Source: an optimization exercise on an open RTL-to-GDS flow (aim: small area and a short achievable clock period). Production flows keep margins and buffers that such runs may drop. No run shown here included a check of the RTL's function; only the layout flow was run. Power figures rest on the tool's default switching activity, not on a simulated workload.

<file path="flow/constraint.sdc">
create_clock -name core_clock -period 5.5 [get_ports {clk}]
set_input_delay 1.1000 -clock core_clock [delete_from_list [all_inputs] [get_ports {clk}]]
set_output_delay 1.1000 -clock core_clock [all_outputs]
set_load 0.01 [all_outputs]
</file>
<file path="flow/config.mk">
export PLATFORM = sky130hd
export DESIGN_NAME = sb_top
export DESIGN_NICKNAME = sb_top
export VERILOG_FILES = /design/flow/design.v
export SDC_FILE = /design/flow/constraint.sdc
export NUM_CORES = 4
export LEC_CHECK = 0
export CAP_MARGIN = 20
export CORE_MARGIN = 2
export CORE_UTILIZATION = 40
export SETUP_SLACK_MARGIN = 2.0
export SLEW_MARGIN = 20
</file>
<file path="flow/flow/run.sh">
#!/bin/bash
set -euo pipefail
P=sky130_fd_sc_hd__
DU=""
for c in probe_p_8 probec_p_8 lpflow_bleeder_1 \
         lpflow_clkbufkapwr_1 lpflow_clkbufkapwr_16 lpflow_clkbufkapwr_2 lpflow_clkbufkapwr_4 lpflow_clkbufkapwr_8 \
         lpflow_clkinvkapwr_1 lpflow_clkinvkapwr_16 lpflow_clkinvkapwr_2 lpflow_clkinvkapwr_4 lpflow_clkinvkapwr_8 \
         lpflow_decapkapwr_12 lpflow_decapkapwr_3 lpflow_decapkapwr_4 lpflow_decapkapwr_6 lpflow_decapkapwr_8 \
         lpflow_inputiso0n_1 lpflow_inputiso0p_1 lpflow_inputiso1n_1 lpflow_inputiso1p_1 lpflow_inputisolatch_1 \
         lpflow_isobufsrc_1 lpflow_isobufsrc_16 lpflow_isobufsrc_2 lpflow_isobufsrc_4 lpflow_isobufsrc_8 \
         lpflow_isobufsrckapwr_16 lpflow_lsbuf_lh_hl_isowell_tap_1 lpflow_lsbuf_lh_hl_isowell_tap_2 \
         lpflow_lsbuf_lh_hl_isowell_tap_4 lpflow_lsbuf_lh_isowell_4 lpflow_lsbuf_lh_isowell_tap_1 \
         lpflow_lsbuf_lh_isowell_tap_2 lpflow_lsbuf_lh_isowell_tap_4 \
         or3_1 or3_2 or3_4 or3b_1 or3b_2 or3b_4 or4_1 or4_2 or4_4 or4b_1 or4b_2 or4b_4 \
         or4bb_1 or4bb_2 or4bb_4 o41a_1 o41a_2 o41a_4 o41ai_1 o41ai_2 o41ai_4 \
         a2111o_1 a2111o_2 a2111o_4 a2111oi_0 a2111oi_1 a2111oi_2 a2111oi_4 \
         o2111a_1 o2111a_2 o2111a_4 o2111ai_1 o2111ai_2 o2111ai_4 a41o_1 a41o_2 a41o_4 \
         nor4_1 nor4_2 nor4_4 nor4b_1 nor4b_2 nor4b_4 nor4bb_1 nor4bb_2 nor4bb_4 a222oi_1; do
  DU="$DU $P$c"
done
DU="${DU# }"
BP="-buffer_cell ${P}buf_2"
CTS="-sink_clustering_enable -repair_clock_nets -tree_buf ${P}clkbuf_8 -buf_list {${P}clkbuf_8} -root_buf ${P}clkbuf_16 -sink_clustering_buffer ${P}clkbuf_8"
bash standard.sh DONT_USE_CELLS="$DU" BUFFER_PORTS_ARGS="$BP" CTS_ARGS="$CTS" finish > standard.log 2>&1
</file>
<file path="flow/design.v">
`timescale 1ns/1ps
module inst_decoder (
    input  logic [31:0] inst,
    output logic [4:0]  alu_op,
    output logic [4:0]  rd,
    output logic [4:0]  rs1,
    output logic [4:0]  rs2,
    output logic        has_rd,
    output logic        has_rs2
);
    logic [2:0] f3;
    assign f3 = inst[14:12];
    always_comb begin
        case (f3)
            3'h0: alu_op[3:0] = {3'b000, inst[30] & inst[5]};
            3'h1: alu_op[3:0] = 4'd2;
            3'h2: alu_op[3:0] = 4'd3;
            3'h3: alu_op[3:0] = 4'd4;
            3'h4: alu_op[3:0] = 4'd5;
            3'h5: alu_op[3:0] = {3'b011, inst[30]};
            3'h6: alu_op[3:0] = 4'd8;
            default: alu_op[3:0] = 4'd9;
        endcase
        alu_op[4] = !inst[5];
    end
    assign has_rd  = inst[4] || !inst[5];
    assign has_rs2 = inst[5];
    assign rd      = inst[11:7];
    assign rs1     = inst[19:15];
    assign rs2     = inst[24:20];
endmodule
module issue_check (
    input  logic [31:0] inst,
    input  logic        inst_valid,
    input  logic [3:0]  busy,
    input  logic [3:0]  pend,        
    input  logic [19:0] dst,         
    output logic        issue_ok,
    output logic [3:0]  fire
);
    logic       opc_ok, f7_mid, a, b;
    logic [2:0] f3;
    logic [1:0] cls;
    logic [3:0] sel;
    logic [3:0] hit;
    logic       waw;
    assign opc_ok = inst[1] && inst[0] && !inst[2] && !inst[3] && !inst[6];
    assign cls    = inst[5:4];      
    assign f3     = inst[14:12];
    assign f7_mid = !(inst[31] || inst[29] || inst[28] || inst[27] || inst[26]);
    assign a      = inst[30];
    assign b      = inst[25];
    always_comb begin
        sel = '0;
        case (cls)
            2'b11: begin
                sel[0] = f7_mid && !b && (!a || f3 == 3'h0 || f3 == 3'h5);
                sel[2] = f7_mid && !a && b && !f3[2];
                sel[3] = f7_mid && !a && b && f3[2];
            end
            2'b01: begin
                sel[0] = (f3 == 3'h1) ? (f7_mid && !a && !b) :
                         (f3 == 3'h5) ? (f7_mid && !b) : 1'b1;
            end
            2'b00: sel[1] = !(f3 == 3'h3 || f3 == 3'h6 || f3 == 3'h7);
            default: sel[1] = !f3[2] && !(f3[1] && f3[0]);
        endcase
        sel = sel & {4{opc_ok}};
    end
    always_comb begin
        for (int u = 0; u < 4; u++) begin
            hit[u] = pend[u] && (dst[5*u +: 5] == inst[11:7]);
        end
    end
    assign waw      = (inst[4] || !inst[5]) && (|hit);
    assign issue_ok = |(sel & ~busy) && !waw;
    assign fire     = {4{inst_valid && !waw}} & sel & ~busy;
endmodule
`timescale 1ns/1ps
`timescale 1ns/1ps
module read_dispatch (
    input  logic [3:0]   r1,
    input  logic [3:0]   r2,
    input  logic [4:0]   op_alu,
    input  logic [3:0]   op_mem,
    input  logic [1:0]   op_mul,
    input  logic [1:0]   op_div,
    input  logic [19:0]  s1,         
    input  logic [19:0]  s2,
    output logic [3:0]   rg,
    output logic [18:0]  read
);
    logic [3:0] rreq;
    assign rreq  = r1 & r2;
    assign rg[0] = rreq[0];
    assign rg[1] = rreq[1] && !rreq[0];
    assign rg[2] = rreq[2] && !rreq[1] && !rreq[0];
    assign rg[3] = rreq[3] && !rreq[2] && !rreq[1] && !rreq[0];
    assign read[18]    = |rreq;
    assign read[17]    = rg[3];
    assign read[16]    = rg[1] || rg[2];
    assign read[15]    = rg[0] || rg[2];
    assign read[14:10] = ({5{rg[0]}} & op_alu) | ({5{rg[1]}} & {1'b0, op_mem}) |
                         ({5{rg[2]}} & {3'b000, op_mul}) | ({5{rg[3]}} & {3'b000, op_div});
    assign read[9:5]   = ({5{rg[0]}} & s1[4:0])   | ({5{rg[1]}} & s1[9:5]) |
                         ({5{rg[2]}} & s1[14:10]) | ({5{rg[3]}} & s1[19:15]);
    assign read[4:0]   = ({5{rg[0]}} & s2[4:0])   | ({5{rg[1]}} & s2[9:5]) |
                         ({5{rg[2]}} & s2[14:10]) | ({5{rg[3]}} & s2[19:15]);
endmodule
`timescale 1ns/1ps
module writeback_select (
    input  logic [3:0]   done,
    input  logic [3:0]   r1,
    input  logic [3:0]   r2,
    input  logic [15:0]  m1,
    input  logic [15:0]  m2,
    input  logic [19:0]  dst,        
    output logic [3:0]   wg,
    output logic [8:0]   wb
);
    logic [3:0] war;
    logic [3:0] wreq;
    always_comb begin
        for (int u = 0; u < 4; u++) begin
            war[u] = 1'b0;
            for (int j = 0; j < 4; j++) begin
                if (j != u) war[u] = war[u] || (r1[j] && m1[4*j+u]) || (r2[j] && m2[4*j+u]);
            end
        end
    end
    assign wreq  = done & ~war;
    assign wg[0] = wreq[0];
    assign wg[1] = wreq[1] && !wreq[0];
    assign wg[2] = wreq[2] && !wreq[1] && !wreq[0];
    assign wg[3] = wreq[3] && !wreq[2] && !wreq[1] && !wreq[0];
    assign wb[8]   = |wreq;
    assign wb[7]   = wg[3];
    assign wb[6]   = wg[1] || wg[2];
    assign wb[5]   = wg[0] || wg[2];
    assign wb[4:0] = ({5{wg[0]}} & dst[4:0])   | ({5{wg[1]}} & dst[9:5]) |
                     ({5{wg[2]}} & dst[14:10]) | ({5{wg[3]}} & dst[19:15]);
endmodule
`timescale 1ns/1ps
module sb_top (
    input  logic        clk,
    input  logic        rst,
    input  logic        inst_valid,
    input  logic [31:0] inst,
    input  logic [3:0]  fu_done,      
    output logic        issue_ok,
    output logic [18:0] read,
    output logic [8:0]  wb
);
    localparam int N = 4;
    logic [4:0] alu_op;
    logic [4:0] rd, rs1, rs2;
    logic       has_rd, has_rs2;
    logic [N-1:0]        busy_q;
    logic [N-1:0]        done_q;
    logic [N-1:0]        r1_q;       
    logic [N-1:0]        r2_q;
    logic [N-1:0]        took_q;     
    logic [N-1:0]        pend_q;     
    logic [4:0]          dst0_q, dst2_q, dst3_q;
    logic [N-1:0][4:0]   s1_q;
    logic [4:0]          s20_q, s22_q, s23_q;
    logic [4:0]          mreg_q;     
    logic [N-1:0][4:0]   dst_v;      
    logic [N-1:0][4:0]   s2_v;
    logic [N-1:0][4:0]   dcmp;       
    logic [N-1:0][4:0]   s2cmp;      
    logic [N-1:0]        s2ok;
    logic [N-1:0][N-1:0] m1_q;       
    logic [N-1:0][N-1:0] m2_q;
    logic [4:0]          op_alu_q;
    logic [3:0]          op_mem_q;
    logic [1:0]          op_mul_q;
    logic [1:0]          op_div_q;
    logic [N-1:0] e1, e2, f1, f2, fire;
    logic [N-1:0] rg, wg, wake1, wake2;
    logic         w1_new, w2_new, rdnz;
    inst_decoder decoder_i (
        .inst    (inst),
        .alu_op  (alu_op),
        .rd      (rd),
        .rs1     (rs1),
        .rs2     (rs2),
        .has_rd  (has_rd),
        .has_rs2 (has_rs2)
    );
    issue_check issue_i (
        .inst       (inst),
        .inst_valid (inst_valid),
        .busy       (busy_q),
        .pend       (pend_q),
        .dst        (dst_v),
        .issue_ok   (issue_ok),
        .fire       (fire)
    );
    read_dispatch read_i (
        .r1     (r1_q),
        .r2     (r2_q),
        .op_alu (op_alu_q),
        .op_mem (op_mem_q),
        .op_mul (op_mul_q),
        .op_div (op_div_q),
        .s1     (s1_q),
        .s2     (s2_v),
        .rg     (rg),
        .read   (read)
    );
    writeback_select wb_i (
        .done (done_q),
        .r1   (r1_q),
        .r2   (r2_q),
        .m1   (m1_q),
        .m2   (m2_q),
        .dst  (dst_v),
        .wg   (wg),
        .wb   (wb)
    );
    assign rdnz = has_rd && (|rd);
    always_comb begin
        dst_v[0] = dst0_q;
        dst_v[1] = op_mem_q[0] ? 5'd0 : mreg_q;
        dst_v[2] = dst2_q;
        dst_v[3] = dst3_q;
        s2_v[0]  = s20_q;
        s2_v[1]  = op_mem_q[0] ? mreg_q : 5'd0;
        s2_v[2]  = s22_q;
        s2_v[3]  = s23_q;
        for (int u = 0; u < N; u++) begin
            dcmp[u]  = dst_v[u];
            s2cmp[u] = s2_v[u];
            s2ok[u]  = 1'b1;
        end
        dcmp[1]  = mreg_q;
        s2cmp[1] = mreg_q;
        s2ok[1]  = op_mem_q[0];
        for (int u = 0; u < N; u++) begin
            e1[u]  = pend_q[u] && (dcmp[u] == rs1);
            e2[u]  = pend_q[u] && (dcmp[u] == rs2) && has_rs2;
            f1[u]  = rdnz && (s1_q[u] == rd);
            f2[u]  = rdnz && s2ok[u] && (s2cmp[u] == rd);
        end
    end
    always_comb begin
        for (int j = 0; j < N; j++) begin
            wake1[j] = 1'b0;
            wake2[j] = 1'b0;
            for (int u = 0; u < N; u++) begin
                if (u != j) begin
                    wake1[j] = wake1[j] || (wg[u] && m1_q[j][u]);
                    wake2[j] = wake2[j] || (wg[u] && m2_q[j][u]);
                end
            end
            wake1[j] = wake1[j] && !r1_q[j] && !took_q[j];
            wake2[j] = wake2[j] && !r2_q[j] && !took_q[j];
        end
    end
    assign w1_new = |(e1 & ~wg);
    assign w2_new = |(e2 & ~wg);
    always_ff @(posedge clk or posedge rst) begin
        if (rst) begin
            busy_q <= '0;
            pend_q <= '0;
            done_q <= '0;
            r1_q   <= '0;
            r2_q   <= '0;
        end else begin
            for (int j = 0; j < N; j++) begin
                if (busy_q[j]) begin
                    busy_q[j] <= !wg[j];
                    pend_q[j] <= pend_q[j] && !wg[j];
                    done_q[j] <= !wg[j] && (done_q[j] || fu_done[j]);
                    r1_q[j]   <= !wg[j] && ((r1_q[j] && !rg[j]) || wake1[j]);
                    r2_q[j]   <= !wg[j] && ((r2_q[j] && !rg[j]) || wake2[j]);
                end else begin
                    busy_q[j] <= fire[j];
                    pend_q[j] <= fire[j] && rdnz;
                    done_q[j] <= 1'b0;
                    r1_q[j]   <= fire[j] && !w1_new;
                    r2_q[j]   <= fire[j] && !w2_new;
                end
            end
        end
    end
    always_ff @(posedge clk) begin
        for (int j = 0; j < N; j++) begin
            if (busy_q[j]) begin
                took_q[j] <= took_q[j] || rg[j];
                for (int u = 0; u < N; u++) begin
                    if (u != j && !busy_q[u]) begin
                        m1_q[j][u] <= f1[j];
                        m2_q[j][u] <= f2[j];
                    end
                end
            end else begin
                took_q[j] <= 1'b0;
                s1_q[j]  <= rs1;
                for (int u = 0; u < N; u++) begin
                    if (u != j) begin
                        m1_q[j][u] <= e1[u];
                        m2_q[j][u] <= e2[u];
                    end
                end
            end
        end
        if (!busy_q[0]) op_alu_q <= alu_op;
        if (!busy_q[1]) op_mem_q <= {inst[14:12], inst[5]};
        if (!busy_q[1]) mreg_q   <= inst[5] ? rs2 : rd;
        if (!busy_q[0]) dst0_q   <= rd;      
        if (!busy_q[2]) dst2_q   <= rd;      
        if (!busy_q[3]) dst3_q   <= rd;
        if (!busy_q[0]) s20_q    <= has_rs2 ? rs2 : 5'd0;
        if (!busy_q[2]) s22_q    <= rs2;
        if (!busy_q[3]) s23_q    <= rs2;
        if (!busy_q[2]) op_mul_q <= inst[13:12];
        if (!busy_q[3]) op_div_q <= inst[13:12];
    end
endmodule
</file>
<file path="flow/standard.sh">
#!/bin/bash
# synth_recipe.tcl (not shown) runs the flow's synth.tcl, then flattens the netlist and writes it again
# the make line also repeats each setting of config.mk as NAME=value (left out here)
make -C /OpenROAD-flow-scripts/flow DESIGN_CONFIG=/design/flow/config.mk WORK_HOME=/design/flow/orfs CLKGATE_MAP_FILE= SYNTH_SCRIPT=/design/flow/synth_recipe.tcl "${@:-finish}"
</file>
==> summary.txt, run 1 <==
Run status
  • Status: complete, no violations

Synthesis
  • Top cell type's share of synthesized area: 43.3%
  • Syn Nets: 635
  • Main area contributors after synthesis: edfxtp_1 43%, xnor2_1 8.6%, dfrtp_1 7.8%, xor2_1 3.3%, nand2_1 2.9%
  • Post-Synthesis Cells: 596
  • Register area share after synthesis: 52.4%
  • Synthesis Warnings: 4
  • Mean area per synthesized cell: 10.7 um^2
  • Flops & latches, synth: 116
  • Yosys top cell by area: edfxtp_1
  • Synth cell types: 56
  • Post-Syn Area: 6380 um^2

Routing
  • Pre-antenna DRT Iters: 5
  • DR iter-0 viols: 532
  • Wire per inst: 22.1 um
  • Vias: 5213
  • Post-DRT Antenna Nets: 0
  • WL final: 19300 um
  • Drt drc: 0
  • Via density: 5.96

Setup path
  • Setup CP Type: reg2out
  • Worst setup path startpoint: r1_q[0]$_DFF_PP0_
  • Crit-path cells: a22oi_1, and4_4, nand2_1, nor2_1, a22oi_1, o211ai_1, buf_2
  • Crit path capture type: output port
  • Slowest cell on crit path: dfrtp_1
  • Critical path data arrival time: 2.35 ns
  • Critical path peak fanout: 8
  • Worst endpoint required time: 4.40 ns
  • Most frequent cell on the critical path: a22oi_1
  • Type of origin of the critical path: flop
  • Worst path max stage delay: 0.48 ns
  • RR Startpoint: r1_q[3]$_DFF_PP0_

Layout
  • Finished Layout Cells: 875
  • Layout cells sized above 1: 18.8%
  • FF/Latch Area: 3340 um^2
  • Multi-input logic area: 2810 um^2
  • P&R area growth vs syn: 14.3%
  • Fill count: 1477
  • Nets@finish: 685
  • # diodes: 0
  • Final standard cell area without fillers: 7290 um^2

Timing
  • Final Skew: 0.0171 ns
  • Setup TNS: 0 ns
  • Max Clock Freq: 289 MHz
  • Final hold vios: 0
  • RSZ-0062 raised after global routing: yes
  • Final min period: 3.45 ns
  • # setup viols final: 0
  • Fin. max-slew vios: 0
  • Period utilisation layout: 62.8%
  • Slew Limit Headroom: 29.4%
  • Worst slew pin tran: 1.06 ns

Job
  • Max-cap violations: 0

Global routing
  • Vias in the first global route: 5032
  • Initial antenna violation count: 0
  • First-pass GRT wire length: 29000 um
  • Overall Global Routing Usage: 23.2%
  • Gr ovfl total: 0
  • Largest net degree at the start of global routing: 23

Placement
  • Post-DP HPWL: 13400 um
  • Routability cong.: 0.931
  • Placed Cells: 837
  • Cell Area, Placed: 6790 um^2
  • I/O Buffers: 67

Power and ir drop
  • Int Power: 1690 uW
  • Reg power frac: 50.3%
  • P_sw: 781 uW
  • Peak VDD IR: 172 uV
  • Power Density: 339 nW/um^2
  • Net Sw Frac: 31.6%
  • Clock power share: 32.6%
  • Leakage power: 0.00284 uW
  • Combinational share of power: 17.1%

Clocking
  • CTS clk-pin slew, worst paths: 0.08 ns
  • Number of clock sinks: 116
  • Clk buf depth: 2
  • Worst skew pair latency: 0.37 ns
  • Htree depth: 4
  • Clk root buf: clkbuf_16
  • TritonCTS Buffers: 17
  • CTS tree: yes

Floorplanning
  • Die Y-Extent: 130 um
  • Die area: 17000 um^2
  • # rows: 46
  • Core ar.: 15700 um^2
  • Starting density of the core: 40.6%
  • I/O pin count: 68
  • Chip width: 130 um

Hold path
  • Hold path start: done_q[2]$_DFF_PP0_
  • Hold WC Path Type: reg2reg
-- power groups by stage --
stage | Combinational [uW] | Clock [uW] | Sequential (uW)
after floorplan | 325 | 0 | 1180
final | 423 | 805 | 1240
after global placement | 396 | 0 | 1260
after CTS | 411 | 816 | 1240
after global routing | 463 | 845 | 1260
after detailed placement | 406 | 0 | 1260
-- state kept, by name, summed over array words and instances, names as in the netlist, 5 cells and up --
register	flops
s1_q	20
mreg_q	5
s20_q	5
dst0_q	5
dst3_q	5
s22_q	5
op_alu_q	5
m1_q	12
s23_q	5
dst2_q	5
m2_q	12
-- stage by stage --
step,worst slack (ns),total power (uW),hold WS [ns],util (%)
floorplan,2.12,1500,0.457,-
global placement,1.72,1650,0.485,43.2
detailed placement,1.68,1660,0.487,43.2
CTS,2.00,2470,0.509,46.1
global route,1.92,2560,0.539,46.4
finish,2.05,2470,0.501,46.4
-- per-layer routing --
metal	part of all wire [%]	global-route usage, %
met5	0	0
met4	2.8	9.76
met3	8.1	4.92
met2	47	36.6
met1	42	31.3
-- timing repair --
action | 4_1_cts | 5_1_grt
setup buffers | 2 | 3
cloned | 0 | 1
hold buffers | 0 | 0
setup endpoints to repair | 21 | 18
gates resized for setup | 14 | 4
pin swaps | 2 | 2
-- final cells by class --
cell class                      count  share of cell area [%]
Tap cell                          216                    3.70
Clock buffer                       17                    3.36
Clock inverter                     15                    2.11
Sequential cell                   116                    45.8
Timing Repair Buffer               73                    5.80
Inverter                           13                   0.669
Multi-Input combinational cell    425                    38.5
-- cells in the mapped netlist (all sizes together) --
master and instances:
a211oi 3, a21boi 4, a21o 5, a21oi 17, a221o 12, a221oi 5
a22o 12, a22oi 14, a32o 7, and2 9, and3 3, and4 9
buf 22, clkbuf 21, dfrtp 20, dfxtp 4, edfxtp 92, inv 13
mux2i 1, nand2 49, nand2b 7, nand3 29, nand3b 1, nand4 11
nand4b 1, nor2 40, nor2b 7, nor3 24, nor3b 2, o211a 2
o211ai 8, o21ai 36, o21bai 4, o22a 2, o22ai 5, o2bb2ai 4
or2 3, or2b 1, xnor2 63, xor2 24
-- final timing paths --
check                           slack [ns]                   to  cells past startpoint
worst max register to register        3.24    r2_q[0]$_DFF_PP0_                      9
min in group asynchronous             0.86  done_q[2]$_DFF_PP0_                      2
worst min-delay path                  0.50  done_q[2]$_DFF_PP0_                      2
worst max-delay path                  2.05                wb[4]                      7
worst min register to register        0.50  done_q[2]$_DFF_PP0_                      2
max in group asynchronous             4.14  pend_q[2]$_DFF_PP0_                      2
-- worst max-delay path: cells and delay by family, from the launching register on --
family / cells / cell delay (ns)
flops: 1 / 0.48
buf+inv: 1 / 0.18
compound gates: 3 / 0.48
simple gates: 3 / 0.83
-- cell usage in the layout, fill, tap and decap left out, types with 7 or more instances in the layout --
master / n
a21oi_1: 14
nand4_1: 11
nand2b_1: 7
a32o_1: 7
o21ai_0: 27
a22o_1: 12
xnor2_1: 63
edfxtp_1: 92
buf_4: 7
inv_1: 13
dfrtp_1: 20
nor2_1: 39
nand2_1: 49
a221o_1: 12
nor3_1: 21
o211ai_1: 8
a22oi_1: 14
buf_2: 61
and2_1: 7
nand3_1: 29
o21ai_1: 9
and4_1: 7
clkbuf_8: 16
xor2_1: 24
-- cells by family (layout without fill, tap and decap cells) --
kind of cell / Yosys count / count (layout) / share of synthesized area [%]
AOI/OAI and AO/OA: 140 / 140 / 15.8
xor gates and xnor gates: 87 / 87 / 11.9
DFF: 116 / 116 / 52.4
buffers and inverters: 56 / 118 / 4.06
and+or+nand+nor: 196 / 197 / 15.7
muxes: 1 / 1 / 0.157
==> run 2, diff against run 1 <==
--- a/flow/config.mk
+++ b/flow/config.mk
@@ -10,3 +10,3 @@
 export CORE_UTILIZATION = 40
-export SETUP_SLACK_MARGIN = 2.0
+export SETUP_SLACK_MARGIN = 2.2
 export SLEW_MARGIN = 20
==> run 2 against run 1 <==
  * Global-route usage about the same
  * Via count grew 1.0%
  * Sequential power about the same
  * Clock skew is 0.0046 ns lower
  * Clock power shrank 1%
  * Register-to-register slack better by 0.08 ns
  * Critical endpoint is now issue_ok
  * Combinational power increased by 9.9%
  * Count of clock-buffer cells in the layout stayed put
  * Sequential share of layout area is 2.4 points lower
  * Still clean on timing, DRC and antenna
==> summary.txt, run 2 <==
Synthesis
  • Largest family of logic cells by synthesized area: compound AO/OA/AOI/OAI gates
  • Post-Synth Simple-Gate Area: 15.7%
  • Syn Nets: 635
  • Async SR Flop Fraction: 17.2%
  • Commonest cells in the netlist: 92 x edfxtp_1, 63 x xnor2_1, 49 x nand2_1, 40 x nor2_1, 29 x nand3_1
  • Post-synthesis adder-cell area fraction: 0%
  • Synth cell types: 56
  • Yosys top cell by area: edfxtp_1
  • Multiplexer share of the synthesized area: 0.157%
  • Post-synth EDFFs: 92
  • Top cell type's share of synthesized area: 43.3%
  • Post-Syn Area: 6380 um^2
  • Mean area per synthesized cell: 10.7 um^2
  • Main area contributors after synthesis: edfxtp_1 43%, xnor2_1 8.6%, dfrtp_1 7.8%, xor2_1 3.3%, nand2_1 2.9%
  • Synthesis Warnings: 4
  • Register area share after synthesis: 52.4%
  • Post-synth top flop: edfxtp_1
  • Most frequent cell after synthesis: edfxtp_1
  • Post-synthesis xor/xnor area fraction: 11.9%
  • Synth Area in Compound Gates: 15.8%
  • Flops & latches, synth: 116
  • Post-Synthesis Cells: 596

Timing
  • Final hold vios: 0
  • Fin. max-slew vios: 0
  • Period utilisation layout: 60.9%
  • Final Skew: 0.0125 ns
  • Worst slew pin tran: 1.02 ns
  • Setup TNS: 0 ns
  • # setup viols final: 0
  • Final min period: 3.35 ns
  • Max Clock Freq: 298 MHz
  • RSZ-0062 raised after global routing: yes
  • Slew Limit Headroom: 31.8%
  • Fin Hold WS: 0.516 ns

Routing
  • Drt drc: 0
  • Vias: 5265
  • DR iter-0 viols: 499
  • Pre-antenna DRT Iters: 5
  • WL final: 19400 um
  • Via density: 5.84
  • Post-DRT Antenna Nets: 0
  • Wire per inst: 21.5 um

Placement
  • Post-DP HPWL: 13500 um
  • Routability cong.: 0.947
  • I/O Buffers: 67
  • Placed Cells: 838

Global routing
  • GR Util met3: 5.49%
  • Met1 GRT Util: 31.1%
  • Initial antenna violation count: 0
  • Largest net degree at the start of global routing: 22
  • Vias in the first global route: 4961
  • Met2 Usage GRT: 35.9%
  • First-pass GRT wire length: 28500 um
  • GR peak layer: met2
  • Gr ovfl total: 0
  • Overall Global Routing Usage: 23.2%

Setup path
  • Worst R2R Path Depth: 7
  • Setup CP Type: in2out
  • Crit path capture type: output port
  • Worst endpoint required time: 4.40 ns
  • FF-to-FF End: r1_q[3]$_DFF_PP0_
  • RR Startpoint: r1_q[3]$_DFF_PP0_
  • Worst reg-to-reg setup slack: 3.32 ns
  • Cell family with most CP delay: compound AO/OA/AOI/OAI gates
  • Critical path data arrival time: 2.25 ns
  • Critical path peak fanout: 6
  • Crit-path cells: buf_16, buf_4, a21oi_1, nand4_1, a211oi_2, nor3_2, a21boi_2, buf_2
  • Type of origin of the critical path: input port
  • Slowest cell on crit path: a211oi_2
  • Worst path max stage delay: 0.27 ns
  • Buffers & Inverters on Critical Path: 3

Layout
  • Register bank with the most flops: s1_q
  • Regs by FF count: s1_q x20, m1_q x12, m2_q x12
  • P&R area growth vs syn: 20.7%
  • Most frequent cells in the layout: 92 x edfxtp_1, 61 x xnor2_1, 61 x buf_2
  • Most common cell after layout, fill and taps aside: edfxtp_1
  • # diodes: 0
  • Number of flip-flops under the largest register name: 20
  • Layout cells sized above 1: 25.8%
  • Finished Layout Cells: 902
  • Nets@finish: 712

Power and ir drop
  • Leakage power: 0.00304 uW
  • Power Density: 326 nW/um^2
  • Peak VDD IR: 171 uV

Hold path
  • Worst hold path depth: 2
  • Hold path start: done_q[2]$_DFF_PP0_
  • Hold EP: done_q[2]$_DFF_PP0_
  • Hold WC Path Type: reg2reg

Clocking
  • Worst skew pair latency: 0.38 ns
  • Clk buf depth: 2
  • CTS clk-pin slew, worst paths: 0.07 ns
  • Post-CTS Hold Buffers: 0
  • Clk root buf: clkbuf_16
  • CTS tree: yes
  • Number of clock sinks: 116
  • TritonCTS Buffers: 17
  • Htree depth: 4

Run status
  • Status: complete, no violations

Floorplanning
  • Die Y-Extent: 130 um
  • Die area: 17000 um^2
  • I/O pin count: 68
  • Starting density of the core: 40.6%
  • Core ar.: 15700 um^2
  • # rows: 46
  • Chip width: 130 um

Job
  • Max-cap violations: 0
==> run 2: cell count changes in the layout (fill, tap and decap cells not counted), sizes merged <==
cell,change
clkinv,+1
inv,-3
buf,+26
and2,+1
clkinvlp,+1
bufinv,+1
==> run 2: final cells by class <==
type / instances / area, um^2
multi-input combinational: 426 / 2950
inverter: 13 / 48.8
tap: 216 / 270
clock inverter: 15 / 150
clock buffer: 17 / 245
timing repair buffer: 99 / 691
sequential: 116 / 3350
fill: 1452 / 8010
==> run 2: worst max path at each step <==
stage | from | endpoint | slack (ns) | depth (start not counted)
4_1_cts | inst[11] | issue_ok | 2.11 | 8
2_1_floorplan | inst[11] | issue_ok | 2.21 | 7
5_1_grt | inst[9] | issue_ok | 2.08 | 8
6_report | inst[8] | issue_ok | 2.15 | 8
3_3_place_gp | inst[8] | issue_ok | 1.74 | 8
3_5_place_dp | inst[8] | issue_ok | 1.64 | 8
==> run 2: cell families after synthesis <==
| family | after synthesis |
|---|---|
| multiplexers | 1 |
| XOR/XNOR | 87 |
| AO/OA/AOI/OAI | 140 |
| flip-flops | 116 |
| AND/OR/NAND/NOR | 196 |
| buffers and inverters | 56 |
==> run 2: worst reg2reg max path, stage by stage, from the launching register on <==
cell     delay, ns
dfrtp_2       0.46
a22oi_1       0.20
and4_4        0.34
nor3_4        0.08
and2_2        0.26
buf_4         0.16
o21ai_1       0.38
o22ai_1       0.16
==> run 2: repair_timing <==
item,in CTS,in global routing
buffers inserted,10,20
endpoints found under the setup margin,25,10
pin swaps,6,12
gates resized for setup,32,36
cloned,1,1
==> run 2: metrics by stage <==
step	worst slack [ns]	total power [uW]	instance area [um^2]	util [%]
after global placement	1.74	1660	6800	43.3
after detailed placement	1.64	1670	6800	43.3
after floorplan	2.21	1500	6390	-
after CTS	2.11	2470	7400	47.1
final	2.15	2510	7710	49.0
after global routing	2.08	2600	7710	49.0
==> run 2: report_power, final <==
part | total (uW) | internal [uW] | switching [uW]
combinational | 465 | 204 | 261
sequential | 1250 | 1100 | 156
clock | 795 | 454 | 341
total | 2510 | 1750 | 758
==> run 2: metal layers <==
layer  up-vias  routed length [um]
met2       248                9080
met1      2610                8370
met5         -                   0
met4         0                 672
met3        58                1270
li1       2349                   -
==> run 3, diff against run 2 <==
--- a/flow/config.mk
+++ b/flow/config.mk
@@ -10,3 +10,3 @@
 export CORE_UTILIZATION = 40
-export SETUP_SLACK_MARGIN = 2.2
+export SETUP_SLACK_MARGIN = 2.1
 export SLEW_MARGIN = 20
==> run 3 against run 2 <==
  * Still clean
  * Count of clock-buffer cells in the layout unchanged
  * Worst hold slack got worse by 0.015 ns
  * Clock skew up 0.0098 ns
  * Wire length up 1.3%
  * Die area is the same
  * Fmax shrank 0.29%
  * Synthesized cell count is the same
  * Core utilization is 0.68 points lower
  * Via count is 0.40% lower
  * Critical path type unchanged
==> summary.txt, run 3 <==
Placement
  • I/O Buffers: 67
  • Placed Cells: 837
  • Post-DP HPWL: 13400 um
  • Routability cong.: 0.931
  • Cell Area, Placed: 6790 um^2

Timing
  • Period utilisation layout: 61.1%
  • Final min period: 3.36 ns
  • Final hold vios: 0
  • Final Skew: 0.0223 ns
  • Worst slew pin tran: 1.06 ns
  • Setup TNS: 0 ns
  • Max Clock Freq: 298 MHz
  • RSZ-0062 raised after global routing: no
  • Slew Limit Headroom: 29.3%
  • # setup viols final: 0
  • Fin. max-slew vios: 0

Floorplanning
  • Starting density of the core: 40.6%
  • # rows: 46
  • Die Y-Extent: 130 um
  • Die area: 17000 um^2
  • Chip width: 130 um
  • Core ar.: 15700 um^2
  • I/O pin count: 68

Layout
  • P&R area growth vs syn: 19.1%
  • FF/Latch Area: 3340 um^2
  • Fill count: 1443
  • Regs by FF count: s1_q x20, m1_q x12, m2_q x12
  • Register bank with the most flops: s1_q
  • Nets@finish: 697
  • Most common cell after layout, fill and taps aside: edfxtp_1
  • Layout cells sized above 1: 24.3%
  • Most frequent cells in the layout: 92 x edfxtp_1, 62 x xnor2_1, 61 x buf_2
  • Multi-input logic area: 2960 um^2
  • Finished Layout Cells: 888
  • Final standard cell area without fillers: 7600 um^2
  • Number of flip-flops under the largest register name: 20
  • Core Util, Final: 48.4%

Clocking
  • TritonCTS Buffers: 17
  • Post-CTS Hold Buffers: 0
  • Worst skew pair latency: 0.38 ns
  • Htree depth: 4
  • Clk buf depth: 2
  • CTS clk-pin slew, worst paths: 0.08 ns
  • CTS tree: yes
  • Clk root buf: clkbuf_16
  • Number of clock sinks: 116

Synthesis
  • Largest family of logic cells by synthesized area: compound AO/OA/AOI/OAI gates
  • Post-Syn Area: 6380 um^2
  • Post-synthesis xor/xnor area fraction: 11.9%
  • Syn Nets: 635
  • Most frequent cell after synthesis: edfxtp_1
  • Register area share after synthesis: 52.4%
  • Post-Synth Simple-Gate Area: 15.7%
  • Main area contributors after synthesis: edfxtp_1 43%, xnor2_1 8.6%, dfrtp_1 7.8%, xor2_1 3.3%, nand2_1 2.9%
  • Post-synth EDFFs: 92
  • Synth Area in Compound Gates: 15.8%
  • Yosys top cell by area: edfxtp_1
  • Post-synth top flop: edfxtp_1
  • Post-Synthesis Cells: 596
  • Post-synthesis adder-cell area fraction: 0%
  • Mean area per synthesized cell: 10.7 um^2
  • Top cell type's share of synthesized area: 43.3%
  • Flops & latches, synth: 116
  • Commonest cells in the netlist: 92 x edfxtp_1, 63 x xnor2_1, 49 x nand2_1, 40 x nor2_1, 29 x nand3_1
  • Multiplexer share of the synthesized area: 0.157%
  • Async SR Flop Fraction: 17.2%
  • Synth cell types: 56
  • Synthesis Warnings: 4

Setup path
  • Most frequent cell on the critical path: nor3_4
  • Worst reg-to-reg setup slack: 3.12 ns
  • Critical path peak fanout: 5
  • Worst endpoint required time: 4.40 ns
  • Worst setup path startpoint: inst[9]
  • Slowest cell on crit path: a211oi_2
  • Setup CP Type: in2out
  • Worst path max stage delay: 0.23 ns
  • Critical path data arrival time: 2.26 ns
  • Type of origin of the critical path: input port
  • RR Startpoint: r1_q[3]$_DFF_PP0_
  • Setup crit end: issue_ok
  • Crit-path cells: buf_16, buf_4, nor3_4, a21oi_2, a211oi_2, nor3_4, a21boi_2, buf_2
  • FF-to-FF End: r2_q[0]$_DFF_PP0_
  • Worst R2R Path Depth: 8
  • Crit path capture type: output port

Routing
  • DR iter-0 viols: 620
  • Via density: 5.91
  • Pre-antenna DRT Iters: 5
  • Drt drc: 0
  • Post-DRT Antenna Nets: 0
  • WL final: 19700 um
  • Wire per inst: 22.1 um
  • Vias: 5244

Global routing
  • Vias in the first global route: 5130
  • First-pass GRT wire length: 29800 um
  • Initial antenna violation count: 0
  • Gr ovfl total: 0
  • Overall Global Routing Usage: 23.9%
  • Largest net degree at the start of global routing: 22

Hold path
  • Hold WC Path Type: reg2reg

Power and ir drop
  • Power Density: 329 nW/um^2
  • Leakage power: 0.00298 uW
  • Peak VDD IR: 219 uV

Run status
  • Status: complete, no violations

Job
  • Max-cap violations: 0
==> run 3: cell counts after synthesis <==
Identical to the previous run, type by type.
==> run 3: worst min-delay path by stage <==
stage	startpoint	endpoint	slack, ns	depth (start not counted)
2_1_floorplan	done_q[1]$_DFF_PP0_	done_q[1]$_DFF_PP0_	0.46	2
3_3_place_gp	done_q[2]$_DFF_PP0_	done_q[2]$_DFF_PP0_	0.48	2
3_5_place_dp	done_q[2]$_DFF_PP0_	done_q[2]$_DFF_PP0_	0.49	2
4_1_cts	done_q[2]$_DFF_PP0_	done_q[2]$_DFF_PP0_	0.51	2
5_1_grt	done_q[2]$_DFF_PP0_	done_q[2]$_DFF_PP0_	0.54	2
6_report	done_q[2]$_DFF_PP0_	done_q[2]$_DFF_PP0_	0.50	2
==> run 3: cell families after synthesis <==
family,after synthesis
AND/OR/NAND/NOR,196
AO/OA/AOI/OAI,140
flip-flops,116
XOR/XNOR,87
buffers and inverters,56
multiplexers,1
==> run 3: area by class of cell <==
cell class / instances / share of cell area (%)
Multi-Input combinational cell: 425 / 39.0
Clock inverter: 15 / 2.03
Timing Repair Buffer: 85 / 7.51
Clock buffer: 17 / 3.23
Antenna cell: 1 / 0.0329
Inverter: 13 / 0.642
Sequential cell: 116 / 44.0
Tap cell: 216 / 3.56
==> run 3: where the power goes <==
part | leakage (uW) | switching (uW) | internal (uW)
registers | 0.00132 | 151 | 1090
clock network | 0.000212 | 379 | 425
logic | 0.00145 | 266 | 189
total | 0.00298 | 796 | 1710
==> run 3: through the flow <==
| stage | setup slack [ns] | hold WS [ns] | power, uW |
|---|---|---|---|
| after floorplan | 2.12 | 0.457 | 1500 |
| after global placement | 1.72 | 0.485 | 1650 |
| after detailed placement | 1.68 | 0.487 | 1660 |
| after CTS | 2.12 | 0.509 | 2480 |
| after global routing | 2.08 | 0.539 | 2600 |
| final | 2.14 | 0.500 | 2500 |
==> run 3: timing repair <==
item,4_1_cts,5_1_grt
endpoints found under the setup margin,22,6
pin swaps,5,8
gates cloned,1,0
setup buffers,12,5
resized for setup,36,31
==> run 3: worst max-delay path, delay by kind of cell <==
kind / cells / cell delay [ns]
compound gates: 3 / 0.48
buf+inv: 3 / 0.40
simple gates: 2 / 0.27
==> run 3: layer usage <==
metal  track usage [%]  vias to the layer above  wire [um]
met3              5.74                       43       1340
met2              37.9                      273       9330
met5                 0                        -          0
met4              9.57                        0        544
met1              31.8                     2596       8440
li1                  -                     2332          -
==> run 4, diff against run 3 <==
--- a/flow/design.v
+++ b/flow/design.v
@@ -112,6 +112,3 @@
     input  logic [3:0]   done,
-    input  logic [3:0]   r1,
-    input  logic [3:0]   r2,
-    input  logic [15:0]  m1,
-    input  logic [15:0]  m2,
+    input  logic [3:0]   war,
     input  logic [19:0]  dst,        
@@ -120,12 +117,3 @@
 );
-    logic [3:0] war;
     logic [3:0] wreq;
-    always_comb begin
-        for (int u = 0; u < 4; u++) begin
-            war[u] = 1'b0;
-            for (int j = 0; j < 4; j++) begin
-                if (j != u) war[u] = war[u] || (r1[j] && m1[4*j+u]) || (r2[j] && m2[4*j+u]);
-            end
-        end
-    end
     assign wreq  = done & ~war;
@@ -163,2 +151,3 @@
     logic [N-1:0]        pend_q;     
+    logic [N-1:0]        war_q;      
     logic [4:0]          dst0_q, dst2_q, dst3_q;
@@ -179,3 +168,4 @@
     logic [N-1:0] e1, e2, f1, f2, fire;
-    logic [N-1:0] rg, wg, wake1, wake2;
+    logic [N-1:0] rg, wg, wake1, wake2, rk1, rk2, war_n;
+    logic         war_new;
     logic         w1_new, w2_new, rdnz;
@@ -213,6 +203,3 @@
         .done (done_q),
-        .r1   (r1_q),
-        .r2   (r2_q),
-        .m1   (m1_q),
-        .m2   (m2_q),
+        .war  (war_q),
         .dst  (dst_v),
@@ -260,2 +247,17 @@
     end
+    assign rk1 = r1_q & ~rg & ~wg;
+    assign rk2 = r2_q & ~rg & ~wg;
+    assign war_new = |((rk1 & f1) | (rk2 & f2));
+    always_comb begin
+        for (int u = 0; u < N; u++) begin
+            war_n[u] = 1'b0;
+            for (int j = 0; j < N; j++) begin
+                if (j != u) war_n[u] = war_n[u] || (rk1[j] && m1_q[j][u]) || (rk2[j] && m2_q[j][u]);
+            end
+            if (!busy_q[u]) war_n[u] = war_new;
+        end
+    end
+    always_ff @(posedge clk) begin
+        war_q <= war_n;
+    end
     assign w1_new = |(e1 & ~wg);
--- a/flow/config.mk
+++ b/flow/config.mk
@@ -10,3 +10,3 @@
 export CORE_UTILIZATION = 40
-export SETUP_SLACK_MARGIN = 2.1
+export SETUP_SLACK_MARGIN = 2.0
 export SLEW_MARGIN = 20
==> run 4 against run 3 <==
  * Total power rose by 6.4%
  * Largest power group unchanged
  * Count of clock-buffer cells in the layout grew 5
  * Clock power is 2.6% higher
  * Core utilization shrank 1.7 points
  * Synthesized area grew 6.5%
  * Register-to-register slack improved by 0.11 ns
  * Clock skew shrank 0.0088 ns
  * Fmax decreased by 6.2%
  * Non-clock buffer count decreased by 5
==> summary.txt, run 4 <==
Routing
  • Wire per inst: 22.8 um
  • WL final: 20800 um
  • WL met1: 8490 um
  • DR WL met3: 1530 um
  • Top routing layer in use: met4
  • Vias: 5477
  • Drt drc: 0
  • Metal2 WL: 10200 um
  • Post-DRT Antenna Nets: 0
  • Via density: 6.02
  • DR iter-0 viols: 668
  • Pre-antenna DRT Iters: 6

Synthesis
  • Most frequent cell after synthesis: edfxtp_1
  • Synthesis Warnings: 3
  • Register area share after synthesis: 50.4%
  • Main area contributors after synthesis: edfxtp_1 41%, xnor2_1 8.0%, dfrtp_1 7.4%, xor2_1 3.9%, a22o_1 2.7%
  • Syn Nets: 660
  • Flops & latches, synth: 120
  • Async SR Flop Fraction: 16.7%
  • Mean area per synthesized cell: 10.9 um^2
  • Post-Synthesis Cells: 621
  • Top cell type's share of synthesized area: 40.6%
  • Commonest cells in the netlist: 92 x edfxtp_1, 62 x xnor2_1, 44 x nand2_1, 32 x o21ai_0
  • Synth cell types: 63
  • Yosys top cell by area: edfxtp_1
  • Post-synth EDFFs: 92
  • Post-synth top flop: edfxtp_1
  • Post-Syn Area: 6800 um^2

Global routing
  • Initial antenna violation count: 0
  • First-pass GRT wire length: 32200 um
  • Overall Global Routing Usage: 23.9%
  • Vias in the first global route: 5480
  • Largest net degree at the start of global routing: 27
  • Gr ovfl total: 0

Power and ir drop
  • Tot Pwr: 2660 uW
  • Peak VDD IR: 234 uV
  • Power Density: 344 nW/um^2
  • Leakage power: 0.00298 uW

Setup path
  • Slowest cell on crit path: nor3_2
  • Buffers & Inverters on Critical Path: 3
  • Crit-path cells: buf_6, nor3_4, and4_1, nand4_1, nor3_2, inv_1, a41oi_2, buf_2
  • Setup CP Type: in2out
  • Critical path data arrival time: 2.48 ns
  • Critical path peak fanout: 3
  • Crit path capture type: output port
  • Worst path max stage delay: 0.26 ns
  • Worst endpoint required time: 4.40 ns
  • Cell family with most CP delay: simple AND/OR/NAND/NOR gates
  • Type of origin of the critical path: input port

Clocking
  • Post-CTS Hold Buffers: 0
  • CTS tree: yes
  • CTS clk-pin slew, worst paths: 0.07 ns
  • Clk buf depth: 2
  • Worst skew pair latency: 0.38 ns
  • Clk root buf: clkbuf_16
  • Number of clock sinks: 120
  • Htree depth: 4
  • TritonCTS Buffers: 17

Hold path
  • Hold WC Path Type: reg2reg

Timing
  • Setup TNS: 0 ns
  • Final hold vios: 0
  • # setup viols final: 0
  • Slew Limit Headroom: 33.1%
  • Final min period: 3.58 ns
  • RSZ-0062 raised after global routing: yes
  • Worst slew pin tran: 1.00 ns
  • Final Skew: 0.0135 ns
  • Period utilisation layout: 65.2%
  • Max Clock Freq: 279 MHz
  • Fin. max-slew vios: 0

Floorplanning
  • I/O pin count: 68
  • Die area: 18100 um^2
  • Starting density of the core: 41.0%
  • Die Y-Extent: 134 um
  • Chip width: 134 um
  • # rows: 47
  • Core ar.: 16600 um^2

Layout
  • Register bank with the most flops: s1_q
  • # diodes: 0
  • Final standard cell area without fillers: 7740 um^2
  • Layout cells sized above 1: 20.3%
  • Regs by FF count: s1_q x20, m1_q x12, m2_q x12
  • Most frequent cells in the layout: 92 x edfxtp_1, 62 x xnor2_1, 59 x buf_2
  • P&R area growth vs syn: 13.9%
  • Finished Layout Cells: 910
  • Nets@finish: 716
  • Core Util, Final: 46.7%
  • Most common cell after layout, fill and taps aside: edfxtp_1
  • Number of flip-flops under the largest register name: 20

Placement
  • Placed Cells: 870
  • Routability cong.: 0.899
  • I/O Buffers: 67
  • Post-DP HPWL: 15200 um
  • Cell Area, Placed: 7160 um^2

Run status
  • Status: complete, no violations

Job
  • Max-cap violations: 0
[run 4: final timing paths]
path / startpoint / to / slack [ns] / cells past startpoint
worst max-delay path: inst[6] / issue_ok / 1.92 / 8
worst min-delay path: done_q[3]$_DFF_PP0_ / done_q[3]$_DFF_PP0_ / 0.49 / 1
worst max register to register: dst3_q[4]$_DFFE_PN_ / r2_q[3]$_DFF_PP0_ / 3.23 / 6
worst min register to register: done_q[3]$_DFF_PP0_ / done_q[3]$_DFF_PP0_ / 0.49 / 1
max in group asynchronous: rst / pend_q[0]$_DFF_PP0_ / 4.10 / 2
min in group asynchronous: rst / done_q[1]$_DFF_PP0_ / 0.88 / 2
[run 4: worst register-to-register path, stage by stage, from the launching register on]
cell and delay (ns):
edfxtp_1 0.48, xnor2_1 0.23, nand2_1 0.09, nor3_1 0.31
nand4_1 0.31, o211ai_1 0.57, o31ai_1 0.15
[run 4: per-stage QoR]
stage	setup WS, ns	hold WS, ns
after floorplan	2.06	0.456
after global placement	1.39	0.474
after detailed placement	1.30	0.480
after CTS	1.77	0.496
after global routing	1.85	0.510
final	1.92	0.492
[run 4: final cells by class]
| type | count | area (um^2) |
|---|---|---|
| Fill cell | 1561 | 8840 |
| Tap cell | 220 | 275 |
| Multi-Input combinational cell | 440 | 3080 |
| Sequential cell | 120 | 3420 |
| Clock buffer | 22 | 314 |
| Inverter | 18 | 67.6 |
| Clock inverter | 10 | 101 |
| Timing Repair Buffer | 80 | 480 |
[run 4: cell families after synthesis]
kind of cell / synth area share, %
xor+xnor: 11.9
buf+inv: 5.15
flops: 50.4
compound gates: 17.4
mux: 0.295
simple gates: 14.9
[run 4: where the power goes]
group	switching (uW)	internal (uW)
combinational	319	197
clock	349	475
sequential	169	1150
[run 4: metal layers]
metal / vias up / track usage (%)
met3: 42 / 5.18
met1: 2723 / 30.7
met4: 0 / 8.48
met2: 277 / 39.8
met5: - / 0
li1: 2435 / -
[run 4: repair_timing]
item	4_1_cts	5_1_grt
gates resized for setup	9	18
buffers inserted	1	7
pin swaps	1	8
endpoints found under the setup margin	22	18
==> run 5, diff against run 4 <==
--- a/flow/design.v
+++ b/flow/design.v
@@ -35,3 +35,2 @@
     input  logic [3:0]  busy,
-    input  logic [3:0]  pend,        
     input  logic [19:0] dst,         
@@ -71,3 +70,3 @@
         for (int u = 0; u < 4; u++) begin
-            hit[u] = pend[u] && (dst[5*u +: 5] == inst[11:7]);
+            hit[u] = busy[u] && (|dst[5*u +: 5]) && (dst[5*u +: 5] == inst[11:7]);
         end
@@ -150,3 +149,2 @@
     logic [N-1:0]        took_q;     
-    logic [N-1:0]        pend_q;     
     logic [N-1:0]        war_q;      
@@ -167,3 +165,3 @@
     logic [1:0]          op_div_q;
-    logic [N-1:0] e1, e2, f1, f2, fire;
+    logic [N-1:0] dnz, e1, e2, f1, f2, fire;
     logic [N-1:0] rg, wg, wake1, wake2, rk1, rk2, war_n;
@@ -184,3 +182,2 @@
         .busy       (busy_q),
-        .pend       (pend_q),
         .dst        (dst_v),
@@ -221,2 +218,3 @@
             s2cmp[u] = s2_v[u];
+            dnz[u]   = |dst_v[u];
             s2ok[u]  = 1'b1;
@@ -225,6 +223,7 @@
         s2cmp[1] = mreg_q;
+        dnz[1]   = !op_mem_q[0] && (|mreg_q);
         s2ok[1]  = op_mem_q[0];
         for (int u = 0; u < N; u++) begin
-            e1[u]  = pend_q[u] && (dcmp[u] == rs1);
-            e2[u]  = pend_q[u] && (dcmp[u] == rs2) && has_rs2;
+            e1[u]  = dnz[u] && (dcmp[u] == rs1);
+            e2[u]  = dnz[u] && (dcmp[u] == rs2) && has_rs2;
             f1[u]  = rdnz && (s1_q[u] == rd);
@@ -262,4 +261,4 @@
     end
-    assign w1_new = |(e1 & ~wg);
-    assign w2_new = |(e2 & ~wg);
+    assign w1_new = |(busy_q & e1 & ~wg);
+    assign w2_new = |(busy_q & e2 & ~wg);
     always_ff @(posedge clk or posedge rst) begin
@@ -267,3 +266,2 @@
             busy_q <= '0;
-            pend_q <= '0;
             done_q <= '0;
@@ -275,3 +273,2 @@
                     busy_q[j] <= !wg[j];
-                    pend_q[j] <= pend_q[j] && !wg[j];
                     done_q[j] <= !wg[j] && (done_q[j] || fu_done[j]);
@@ -281,3 +278,2 @@
                     busy_q[j] <= fire[j];
-                    pend_q[j] <= fire[j] && rdnz;
                     done_q[j] <= 1'b0;
--- a/flow/flow/run.sh
+++ b/flow/flow/run.sh
@@ -16,4 +16,3 @@
          a2111o_1 a2111o_2 a2111o_4 a2111oi_0 a2111oi_1 a2111oi_2 a2111oi_4 \
-         o2111a_1 o2111a_2 o2111a_4 o2111ai_1 o2111ai_2 o2111ai_4 a41o_1 a41o_2 a41o_4 \
-         nor4_1 nor4_2 nor4_4 nor4b_1 nor4b_2 nor4b_4 nor4bb_1 nor4bb_2 nor4bb_4 a222oi_1; do
+         o2111a_1 o2111a_2 o2111a_4 o2111ai_1 o2111ai_2 o2111ai_4 a41o_1 a41o_2 a41o_4; do
   DU="$DU $P$c"
==> run 5 against run 4 <==
  * Worst hold slack better by 0.011 ns
  * Wire length down 0.28%
  * Sequential share of layout area down 0.080 points
  * Largest power group unchanged
  * Combinational power up 6.8%
  * Synthesized area down 5.2%
  * Non-clock buffer count up 3
  * Register-to-register slack worse by 0.33 ns
==> summary.txt, run 5 <==
Floorplanning
  • Chip width: 131 um
  • Core ar.: 15800 um^2
  • I/O pin count: 68
  • Die area: 17200 um^2
  • Starting density of the core: 40.7%
  • # rows: 46
  • Die Y-Extent: 131 um

Synthesis
  • Post-Syn Area: 6450 um^2
  • Top cell type's share of synthesized area: 42.8%
  • Post-synth EDFFs: 92
  • Most frequent cell after synthesis: edfxtp_1
  • Post-synth top flop: edfxtp_1
  • Syn Nets: 648
  • Register area share after synthesis: 51.5%
  • Flops & latches, synth: 116
  • Async SR Flop Fraction: 13.8%
  • Mean area per synthesized cell: 10.6 um^2
  • Main area contributors after synthesis: edfxtp_1 43%, xor2_1 8.0%, dfrtp_1 6.2%, xnor2_1 4.5%, nand2_1 3.1%
  • Synth cell types: 52
  • Yosys top cell by area: edfxtp_1
  • Synthesis Warnings: 3
  • Post-Synthesis Cells: 609
  • Commonest cells in the netlist: 92 x edfxtp_1, 59 x xor2_1, 54 x nand2_1, 38 x clkbuf_1, 33 x xnor2_1

Timing
  • Max Clock Freq: 278 MHz
  • RSZ-0062 raised after global routing: yes
  • Final hold vios: 0
  • Final min period: 3.59 ns
  • Final Skew: 0.0155 ns
  • Setup TNS: 0 ns
  • Worst slew pin tran: 0.835 ns
  • Slew Limit Headroom: 43.8%
  • Final setup margin: 1.91 ns
  • # setup viols final: 0
  • Period utilisation layout: 65.3%
  • Fin. max-slew vios: 0

Setup path
  • Worst reg-to-reg setup slack: 2.90 ns
  • Worst setup path startpoint: inst[2]
  • FF-to-FF End: war_q[3]$_DFF_P_
  • Worst endpoint required time: 4.40 ns
  • Crit path capture type: output port
  • Type of origin of the critical path: input port
  • Worst R2R Path Depth: 7
  • RR Startpoint: r1_q[2]$_DFF_PP0_
  • Setup CP Type: in2out
  • Critical path data arrival time: 2.49 ns
  • Critical path peak fanout: 2

Layout
  • # diodes: 0
  • Layout cells sized above 1: 19.0%
  • Nets@finish: 698
  • Most frequent cells in the layout: 92 x edfxtp_1, 62 x buf_2, 59 x xor2_1
  • Number of flip-flops under the largest register name: 20
  • Register bank with the most flops: s1_q
  • P&R area growth vs syn: 16.8%
  • Most common cell after layout, fill and taps aside: edfxtp_1
  • Regs by FF count: s1_q x20, m1_q x12, m2_q x12

Placement
  • Worst slack, placed: 1.57 ns
  • Routability cong.: 0.948
  • Post-DP HPWL: 14600 um
  • I/O Buffers: 67

Clocking
  • Clk root buf: clkbuf_16
  • TritonCTS Buffers: 17
  • Htree depth: 4
  • Worst skew pair latency: 0.38 ns
  • CTS clk-pin slew, worst paths: 0.07 ns
  • Clk buf depth: 2
  • CTS tree: yes
  • Number of clock sinks: 116

Global routing
  • Met1 GRT Util: 33.3%
  • Gr ovfl total: 0
  • Met2 Usage GRT: 39.5%
  • Overall Global Routing Usage: 25.2%
  • Vias in the first global route: 5292
  • Initial antenna violation count: 0
  • GR peak layer: met2
  • First-pass GRT wire length: 31300 um
  • GR Util met3: 5.94%
  • Largest net degree at the start of global routing: 23

Routing
  • Via density: 5.92
  • Drt drc: 0
  • DR iter-0 viols: 607
  • Wire per inst: 23.3 um
  • WL final: 20700 um
  • Pre-antenna DRT Iters: 6
  • Post-DRT Antenna Nets: 0
  • Vias: 5253

Hold path
  • Worst hold path depth: 2
  • Hold EP: took_q[2]$_SDFF_PN0_
  • Hold WC Path Type: reg2reg
  • Hold path start: took_q[2]$_SDFF_PN0_

Power and ir drop
  • Peak VDD IR: 213 uV
  • Leakage power: 0.00301 uW
  • Power Density: 374 nW/um^2

Job
  • Max-cap violations: 0

Run status
  • Status: complete, no violations
==> run 5: changes by cell type in the layout (fill, tap and decap cells not counted), sizes merged, moves of 7 or more <==
cell / before / now
xnor2: 62 / 33
nand2: 44 / 54
nor3: 16 / 23
a221o: 16 / 8
nand3: 28 / 16
xor2: 30 / 59
nand4: 19 / 11
a222oi: 0 / 15
a31oi: 9 / 0
nor4: 0 / 16
and4: 8 / 1
a22o: 21 / 10
==> run 5: metrics by stage <==
step	std cells	area, um^2	total power, uW	hold slack [ns]	utilization (%)
after CTS	887	7510	2820	0.499	47.4
after floorplan	609	6450	1640	0.465	-
after global routing	888	7530	2930	0.514	47.6
final	888	7530	2820	0.503	47.6
after detailed placement	846	6880	1870	0.488	43.5
after global placement	846	6880	1860	0.475	43.4
==> run 5: kinds of logic after synthesis <==
logic type	synth area share (%)
compound gates	15.5
xor+xnor	12.5
buf+inv	4.27
flops	51.5
mux	0.311
simple gates	15.9
==> run 5: metal layers <==
metal,wire length [um],vias to the layer above
met2,10000,257
met1,8610,2584
met4,706,0
li1,-,2358
met5,0,-
met3,1380,54
==> run 5: worst max-delay path by stage <==
stage / endpoint / slack, ns / cells after the start
finish: issue_ok / 1.91 / 7
global route: issue_ok / 1.88 / 7
CTS: issue_ok / 1.95 / 7
detailed placement: issue_ok / 1.57 / 7
global placement: issue_ok / 1.58 / 7
floorplan: issue_ok / 2.04 / 7
==> run 5: worst max-delay path, stage by stage <==
cell and delay [ns]:
buf_2 0.10, nor4_2 0.29, nand2_1 0.19, nor4_4 0.30, a211oi_1 0.09, nor3b_1 0.24
buf_2 0.18
==> run 5: where the power goes <==
group | switching (uW) | total (uW) | leakage, uW | internal (uW)
Clock | 343 | 932 | 0.000245 | 588
Sequential | 189 | 1330 | 0.00130 | 1140
Combinational | 348 | 551 | 0.00147 | 203
==> run 5: repair_timing <==
| action | 4_1_cts | 5_1_grt |
|---|---|---|
| hold buffers | 0 | 0 |
| pin swaps | 7 | 2 |
| gates resized for setup | 19 | 4 |
| hold endpoints to repair | 0 | 0 |
| buffers inserted | 9 | 1 |
| setup endpoints to repair | 19 | 13 |
==> run 5: layout make-up <==
| type | count | area [um^2] |
|---|---|---|
| clock buffer | 20 | 287 |
| clock inverter | 12 | 186 |
| fill | 1454 | 8300 |
| inverter | 13 | 52.6 |
| multi-input combinational | 428 | 2930 |
| sequential | 116 | 3320 |
| tap | 216 | 270 |
| timing repair buffer | 83 | 480 |
==> run 6, diff against run 5 <==
--- a/flow/config.mk
+++ b/flow/config.mk
@@ -10,3 +10,3 @@
 export CORE_UTILIZATION = 40
-export SETUP_SLACK_MARGIN = 2.0
+export SETUP_SLACK_MARGIN = 2.3
 export SLEW_MARGIN = 20
==> run 6 against run 5 <==
  * Sequential share of layout area down 1.8 points
  * Count of clock-buffer cells in the layout up 3
  * Via count up 4.1%
  * Synthesized area unchanged
  * Core utilization up 2.1 points
  * Cell area up 4.3%
  * Wire length up 0.55%
  * Synthesized cell count unchanged
  * Clock skew down 0.0043 ns
  * Global-route usage down 0.82 points
==> summary.txt, run 6 <==
Placement
  • I/O Buffers: 67
  • Post-DP HPWL: 14300 um
  • Routability cong.: 0.970
  • Cell Area, Placed: 6890 um^2

Setup path
  • Worst endpoint required time: 4.40 ns
  • Crit-path cells: buf_6, nor4_4, nand2_2, nor3_4, a211oi_2, nor3b_2, buf_2
  • Type of origin of the critical path: input port
  • Buffers & Inverters on Critical Path: 2
  • Setup CP Type: in2out
  • Worst path max stage delay: 0.29 ns
  • Critical path data arrival time: 2.36 ns
  • Critical path peak fanout: 2
  • Crit path capture type: output port
  • Cell family with most CP delay: simple AND/OR/NAND/NOR gates
  • Slowest cell on crit path: nor4_4

Layout
  • Most common cell after layout, fill and taps aside: edfxtp_1
  • Final standard cell area without fillers: 7860 um^2
  • # diodes: 0
  • Most frequent cells in the layout: 92 x edfxtp_1, 57 x xor2_1, 57 x buf_2
  • Layout cells sized above 1: 23.3%
  • Regs by FF count: s1_q x20, m1_q x12, m2_q x12
  • Nets@finish: 718
  • P&R area growth vs syn: 21.9%
  • Register bank with the most flops: s1_q
  • Number of flip-flops under the largest register name: 20

Clocking
  • CTS tree: yes
  • Htree depth: 4
  • Clk root buf: clkbuf_16
  • CTS clk-pin slew, worst paths: 0.06 ns
  • TritonCTS Buffers: 17
  • Worst skew pair latency: 0.37 ns
  • Number of clock sinks: 116
  • Clk buf depth: 2
  • Post-CTS Hold Buffers: 0

Power and ir drop
  • Leakage power: 0.00316 uW
  • Power Density: 367 nW/um^2
  • Peak VDD IR: 246 uV
  • Tot Pwr: 2880 uW

Synthesis
  • Synth cell types: 52
  • Register area share after synthesis: 51.5%
  • Flops & latches, synth: 116
  • Synthesis Warnings: 3
  • Commonest cells in the netlist: 92 x edfxtp_1, 59 x xor2_1, 54 x nand2_1, 38 x clkbuf_1, 33 x xnor2_1
  • Post-Synthesis Cells: 609
  • Top cell type's share of synthesized area: 42.8%
  • Main area contributors after synthesis: edfxtp_1 43%, xor2_1 8.0%, dfrtp_1 6.2%, xnor2_1 4.5%, nand2_1 3.1%
  • Post-synth EDFFs: 92
  • Async SR Flop Fraction: 13.8%
  • Mean area per synthesized cell: 10.6 um^2
  • Yosys top cell by area: edfxtp_1
  • Post-synth top flop: edfxtp_1
  • Syn Nets: 648
  • Post-Syn Area: 6450 um^2
  • Most frequent cell after synthesis: edfxtp_1

Floorplanning
  • I/O pin count: 68
  • Chip width: 131 um
  • # rows: 46
  • Die area: 17200 um^2
  • Starting density of the core: 40.7%
  • Core ar.: 15800 um^2
  • Die Y-Extent: 131 um

Timing
  • Fin. max-slew vios: 0
  • Slew Limit Headroom: 39.2%
  • Setup TNS: 0 ns
  • Worst slew pin tran: 0.904 ns
  • Period utilisation layout: 62.9%
  • RSZ-0062 raised after global routing: yes
  • Final hold vios: 0
  • Max Clock Freq: 289 MHz
  • Final min period: 3.46 ns
  • # setup viols final: 0
  • Fin Hold WS: 0.513 ns
  • Final Skew: 0.0112 ns

Routing
  • Pre-antenna DRT Iters: 8
  • Via density: 6.02
  • Vias: 5470
  • Drt drc: 0
  • WL final: 20800 um
  • Wire per inst: 22.9 um
  • Post-DRT Antenna Nets: 0
  • DR iter-0 viols: 832

Global routing
  • First-pass GRT wire length: 30100 um
  • Initial antenna violation count: 1
  • Overall Global Routing Usage: 24.4%
  • Gr ovfl total: 0
  • Largest net degree at the start of global routing: 23
  • Vias in the first global route: 5261

Run status
  • Status: complete, no violations

Hold path
  • Hold WC Path Type: reg2reg

Job
  • Max-cap violations: 0
-- run 6: cell counts after synthesis --
Identical to the previous run, type by type.
-- run 6: cell families (layout without fill, tap and decap cells) --
group / count (synthesis) / count (layout) / share of synthesized area (%)
simple gates: 197 / 198 / 15.9
compound gates: 137 / 137 / 15.5
flops: 116 / 116 / 51.5
xor+xnor: 92 / 92 / 12.5
buf+inv: 65 / 147 / 4.27
mux: 2 / 2 / 0.311
-- run 6: area by class of cell --
class | count | area, um^2
fillers | 1429 | 7970
repair buffers | 102 | 714
multi-input cells | 429 | 3000
clock buffers | 23 | 328
inverters | 13 | 52.6
flip-flops and latches | 116 | 3330
clock inverters | 9 | 171
well taps | 216 | 270
-- run 6: where the power goes --
part | total, uW | leakage [uW] | switching [uW] | internal [uW]
Combinational | 573 | 0.00161 | 352 | 221
Sequential | 1340 | 0.00129 | 199 | 1140
Clock | 968 | 0.000256 | 339 | 629
-- run 6: metal layers --
| layer | vias to the layer above | track usage, % | share of wire [%] |
|---|---|---|---|
| li1 | 2401 | - | - |
| met5 | - | 0 | 0.062 |
| met2 | 318 | 38.0 | 47 |
| met1 | 2674 | 31.2 | 40 |
| met3 | 75 | 6.60 | 8.1 |
| met4 | 2 | 12.6 | 4.1 |
-- run 6: path summary, 6_finish.rpt --
| path | slack, ns | cells after the start | from | endpoint |
|---|---|---|---|---|
| worst min-delay path | 0.51 | 2 | took_q[2]$_SDFF_PN0_ | took_q[2]$_SDFF_PN0_ |
| worst max register to register | 2.84 | 8 | r2_q[2]$_DFF_PP0_ | war_q[3]$_DFF_P_ |
| min in group asynchronous | 0.80 | 2 | rst | busy_q[0]$_DFF_PP0_ |
| worst min register to register | 0.51 | 2 | took_q[2]$_SDFF_PN0_ | took_q[2]$_SDFF_PN0_ |
| worst max-delay path | 2.04 | 7 | inst[6] | issue_ok |
| max in group asynchronous | 4.25 | 2 | rst | r1_q[2]$_DFF_PP0_ |
-- run 6: metrics by stage --
stage	worst slack (ns)	instances	util (%)
floorplan	2.20	609	-
global placement	1.71	846	43.5
detailed placement	1.70	846	43.5
CTS	2.06	893	48.4
global route	1.98	908	49.6
finish	2.04	908	49.6
-- run 6: tightest hold or removal path: stages, from the launching register on --
cell,delay (ns)
dfxtp_1,0.33
nor2_1,0.10
nor2_1,0.04
-- run 6: timing repair --
item | 4_1_cts | 5_1_grt
endpoints found under the hold margin | 0 | 0
buffers inserted | 15 | 14
gates resized for setup | 38 | 17
endpoints found under the setup margin | 23 | 18
gates cloned | 0 | 1
pin swaps | 17 | 8

==> separate check: timing with driven ports <==
How much do the figures lean on ideal ports? The routed layouts below were timed once more, with nothing changed but the port constraints. Step 1 assumes that a clkbuf_16 drives the clock port and a buf_2 every other input. Step 2 adds t to the input delays and takes it off the output delays; t is the mean of the earliest and latest rising clock arrival at the registers after step 1. Input paths then give back, and output paths get back, about the clock's delay inside the block. Three values: no drivers, after step 1, after step 2; two values: the first two.
run | t (ns) | setup WS [ns] | worst register clock-pin slew, ns
run 1 | 0.406 | 2.046 / 2.005 / 2.020 | 0.08 / 0.08
run 2 | 0.413 | 2.149 / 2.087 / 2.087 | 0.07 / 0.07
run 3 | 0.410 | 2.139 / 2.078 / 2.078 | 0.08 / 0.08
run 4 | 0.412 | 1.915 / 1.884 / 1.884 | 0.08 / 0.08
run 5 | 0.412 | 1.906 / 1.883 / 1.883 | 0.08 / 0.08
run 6 | 0.409 | 2.038 / 1.992 / 1.935 | 0.07 / 0.07
After both steps setup and hold are still met in every run listed. The setup slack of run 6, which loses most, moves by -0.046 ns with the drivers and by -0.103 ns with both steps.
